Context: an optimization exercise on an open-source flow, tuned for small area, a short achievable clock period and few clock cycles per item. The choices shown serve that exercise and are no tape-out recipe. Only simulation tests tie the RTL to the original design; equivalence was not proved.

JK:
Design serpent_block_cipher_unit, start of the top module:
module serpent_block_cipher_unit (
  input  wire logic         clk_i,
  input  wire logic         rst_ni,
  input  wire logic         psel_i,
  input  wire logic         penable_i,
  input  wire logic         pwrite_i,
  input  wire logic [5:0]   paddr_i,
  input  wire logic [63:0]  pwdata_i,
  output logic [63:0]       prdata_o,
  output logic              pready_o,
  input  wire logic         s_axis_tvalid_i,
  output logic              s_axis_tready_o,
  input  wire logic [127:0] s_axis_tdata_i,   
  input  wire logic         s_axis_tuser_i,   
  output logic              m_axis_tvalid_o,
  input  wire logic         m_axis_tready_i,
  output logic [127:0]      m_axis_tdata_o    
);
Size in the first run: roughly 44000 cells after synthesis, about 2500 flip-flops, ~400 I/O pins.
Settings: LEC_CHECK=0, CAP_MARGIN=20, CORE_MARGIN=2, CORE_UTILIZATION=30, PLACE_DENSITY=0.42, SLEW_MARGIN=20, SYNTH_MEMORY_MAX_BITS=8192; clock period 10.0 ns.
run.sh (not shown) runs the stock make flow with config.mk's settings and CLKGATE_MAP_FILE= SYNTH_SCRIPT=/design/flow/synth_recipe.tcl, a recipe that flattens the netlist after the stock synthesis.
What the final checks of JK revealed, after a flow that finished every stage, was a layout that fails on capacitance limit, slew limit.
Testbench counts of JK, summed over its fixed seeds: cycles 7,147, items 1,536.
The inputs of MS differ from those of JK as listed below.
--- a/flow/config.mk
+++ b/flow/config.mk
@@ -6,8 +6,10 @@
 export NUM_CORES = 8
 export LEC_CHECK = 0
+export ABC_CLOCK_PERIOD_IN_PS = 5000
 export CAP_MARGIN = 20
 export CORE_MARGIN = 2
 export CORE_UTILIZATION = 30
 export PLACE_DENSITY = 0.42
+export SETUP_SLACK_MARGIN = 4.5
 export SLEW_MARGIN = 20
 export SYNTH_MEMORY_MAX_BITS = 8192
Notes after the runs:
The flow for JK finished, though final verification flagged capacitance limit, slew limit.
Completing all stages was not enough for MS: its layout failed the final checks because of capacitance limit, slew limit.
JK and MS ended up with nearly the same number of buffers added by the clock tree synthesis step.
| register-to-register slack | lower: JK |
Summary of MS over JK: end-of-flow core utilization increased by 9.2 points relative to the old numbers, met2 usage in global routing rose 2.6 points.

== run 1 ==
serpent_block_cipher_unit, a different RTL version from the one above (not shown whole).
For scale: roughly 43000 cells after synthesis, roughly 350000 um2 of cells after synthesis.
export LEC_CHECK = 0
export CAP_MARGIN = 40
export CORE_MARGIN = 2
export CORE_UTILIZATION = 30
export PLACE_DENSITY = 0.42
export SETUP_SLACK_MARGIN = 5.0
export SLEW_MARGIN = 40
export SYNTH_MEMORY_MAX_BITS = 8192
create_clock -name core_clock -period 10.0 [get_ports {clk_i}]
standard.sh (not shown) runs the stock make flow with config.mk's settings and CLKGATE_MAP_FILE= SYNTH_SCRIPT=/design/flow/synth_recipe.tcl, a recipe that flattens the netlist after the stock synthesis.
==> flow/flow/run.sh <==
#!/bin/bash
# Layout flow: the standard synthesis, then the combinational logic mapped
# again onto the cells (flip-flops kept as they are, names and cell types
# unchanged), then the standard layout from floorplan to finish.
# Each tool writes its full output to a log of its own in the work folder.
set -euo pipefail
WORK=$(pwd)
FLOWDIR=$WORK/flow
R=$WORK/orfs/results/$FLOW_PLATFORM/serpent_block_cipher_unit/base
YOSYS=${YOSYS_EXE:-$FLOW_HOME/../tools/install/yosys/bin/yosys}
[ -x "$YOSYS" ] || YOSYS=yosys

bash standard.sh synth > $WORK/log_synth.txt 2>&1

cp $R/1_2_yosys.v $WORK/std_synth.v
LIB=$FLOW_HOME/platforms/$FLOW_PLATFORM/lib/sky130_fd_sc_hd__tt_025C_1v80.lib \
IN=$WORK/std_synth.v OUT=$WORK/remapped.v TOP=$FLOW_TOP SCRIPT=$FLOWDIR/remap.abc \
  "$YOSYS" -c $FLOWDIR/remap.tcl > $WORK/log_remap.txt 2>&1

cp $WORK/remapped.v $R/1_2_yosys.v
rm -f $R/1_synth.odb
bash standard.sh finish > $WORK/log_finish.txt 2>&1
==> flow/flow/remap.abc <==
&get -n
&st
&dch -f
&nf -D 3500
&put
topo
stime -c
buffer -c
upsize -c
dnsize -c
==> flow/flow/remap.tcl <==
# Map the combinational logic of the standard synthesis netlist again.
# Flip-flops and tie cells stay as they are (blackboxes keep their instance
# names and cell types); every other cell is read as its liberty function.
yosys -import
set lib $::env(LIB)
read_liberty -ignore_miss_func $lib
blackbox sky130_fd_sc_hd__df* sky130_fd_sc_hd__edf* sky130_fd_sc_hd__sdf* sky130_fd_sc_hd__sedf* sky130_fd_sc_hd__dl* sky130_fd_sc_hd__conb_1
read_verilog $::env(IN)
hierarchy -check -top $::env(TOP)
flatten
opt_clean
set fh [open abc.constr w]
puts $fh "set_driving_cell sky130_fd_sc_hd__buf_1"
puts $fh "set_load 5"
close $fh
abc -liberty $lib -constr abc.constr -D 3500 -script $::env(SCRIPT) \
  -dont_use *lpflow* -dont_use *probe* -dont_use *clkdly* -dont_use *dlygate* \
  -dont_use *sdlclkp* -dont_use *dlclkp* -dont_use *a222oi*
opt_clean -purge
# cell definitions again (as blackboxes) so that the checks see every port
read_liberty -lib -overwrite -ignore_miss_func $lib
hilomap -singleton -hicell sky130_fd_sc_hd__conb_1 HI -locell sky130_fd_sc_hd__conb_1 LO
splitnets
opt_clean -purge
insbuf -buf sky130_fd_sc_hd__buf_4 A X
check -assert
tee -o remap_stat.txt stat -liberty $lib
write_verilog -noattr -noexpr -nohex -nodec $::env(OUT)
Run 1 -> stages 100% | layout checks FAIL | max-capacitance violations, max-slew violations
Testbench counts of run 1, summed over its fixed seeds: cycles 5,228, items 1,536.
> inputs changed (run 1 -> run 2)
-- flow/flow/run.sh --
<<< run 1, line 3
# again onto the cells (flip-flops kept as they are, names and cell types
# unchanged), then the standard layout from floorplan to finish.
# Each tool writes its full output to a log of its own in the work folder.
>>> run 2, line 3
# again onto the cells (flip-flops kept as they are, names and cell types
# unchanged), then the standard layout from floorplan to finish, with one
# more repair of slew, capacitance and setup timing just before detailed
# routing (flow/pre_drt.tcl).
# Each tool writes its full output to a log of its own in the work folder.
<<< run 1, line 21
rm -f $R/1_synth.odb
bash standard.sh finish > $WORK/log_finish.txt 2>&1
>>> run 2, line 23
rm -f $R/1_synth.odb
export PRE_DETAIL_ROUTE_TCL=$FLOWDIR/pre_drt.tcl
bash standard.sh finish > $WORK/log_finish.txt 2>&1
==> flow/flow/pre_drt.tcl (new file) <==
# Before detailed routing: the global routes (with the antenna fixes) are
# final, so repair slew, capacitance and setup timing once more with their
# parasitics, then legalize and route the changed nets incrementally.
proc env_or {name default} {
  if {[info exists ::env($name)] && $::env($name) ne ""} { return $::env($name) }
  return $default
}
if {[info exists ::env(DONT_USE_CELLS)]} { set_dont_use $::env(DONT_USE_CELLS) }
set_propagated_clock [all_clocks]
estimate_parasitics -global_routing
report_worst_slack -max
global_route -start_incremental
repair_design -slew_margin [env_or SLEW_MARGIN 40] -cap_margin [env_or CAP_MARGIN 40] -verbose
repair_timing -setup -setup_margin [expr {[env_or SETUP_SLACK_MARGIN 5.0] + 0.3}] -repair_tns 100 -verbose
detailed_placement
check_placement -verbose
global_route -end_incremental
estimate_parasitics -global_routing
report_worst_slack -max
Results
[compare] base=run 1 new=run 2: area added between synthesis and finish increased 7.1 points, via count rose by 12735, end-of-flow core utilization went up. STATUS run=run 1 STAGES=ALL_DONE FINAL_CHECKS=FAILED CAUSE=max-capacitance violations, max-slew violations. Run 2 completed every stage of the flow, and the final layout passed the timing, DRC and antenna checks. Summary: with run 1 as the reference, total wire length after detailed routing in run 2 moved up slightly. Going from run 1 to run 2, transition time at the pin with the least slew margin saw a decrease; number of buffers other than clock buffers in the final layout saw an increase; arrival time reported for the critical path endpoint saw a decrease. Run 2: top fanout value on the critical path is 1 lower than what run 1 reported.
Setup changes, run 2 to run 3
-- flow/flow/pre_drt.tcl --
<<< run 2, line 13
repair_design -slew_margin [env_or SLEW_MARGIN 40] -cap_margin [env_or CAP_MARGIN 40] -verbose
repair_timing -setup -setup_margin [expr {[env_or SETUP_SLACK_MARGIN 5.0] + 0.3}] -repair_tns 100 -verbose
detailed_placement
>>> run 3, line 13
repair_design -slew_margin [env_or SLEW_MARGIN 40] -cap_margin [env_or CAP_MARGIN 40] -verbose
repair_timing -setup -setup_margin [env_or SETUP_SLACK_MARGIN 5.0] -repair_tns 100 -verbose
detailed_placement
Notes after the runs:
- Run 3 completed every stage of the flow, and the final layout passed the timing, DRC and antenna checks.
- Per the comparison of run 3 with run 2, multi-input gate count stayed essentially flat.
- Worst setup slack on run 3 is down relative to run 2.
- Compared run 2 against run 3; total number of sequential cells within noise.
- For the first-iteration DRC count, run 3 came in 13365 lower than run 2 did.
- Going from run 2 to run 3, non-filler instance count after layout shrank slightly.
- Run 3 vs. run 2: final area went down by about 5%.

-- port drivers added, routing unchanged --
How much do the figures lean on ideal ports? The routed layouts below were timed once more, with nothing changed but the port constraints.
Step 1 assumes that a clkbuf_16 drives the clock port and a buf_2 every other input.
Step 2 adds t to the input delays and takes it off the output delays; t is the mean of the earliest and latest rising clock arrival at the registers after step 1. Input paths then give back, and output paths get back, about the clock's delay inside the block.
Slacks: ideal ports / drivers / drivers and shift; pairs: ideal ports / drivers.
| run | t, ns | setup WS [ns] | clock arrival spread, ns | worst register clock-pin slew, ns |
|---|---|---|---|---|
| JK | 1.301 | 0.681 / 0.681 / 0.681 | 0.181 / 0.180 | 0.09 / 0.09 |
| MS | 1.356 | 3.045 / 3.045 / 2.358 | 0.199 / 0.199 | 0.10 / 0.10 |
| run 1 | 1.376 | 4.572 / 4.572 / 3.503 | 0.139 / 0.139 | 0.08 / 0.08 |
| run 2 | 1.374 | 4.696 / 4.646 / 3.887 | 0.138 / 0.138 | 0.08 / 0.08 |
| run 3 | 1.387 | 4.604 / 4.604 / 3.701 | 0.144 / 0.144 | 0.08 / 0.08 |
The setup slack of run 1, which loses most, moves by 0.000 ns with the drivers and by -1.069 ns with both steps.
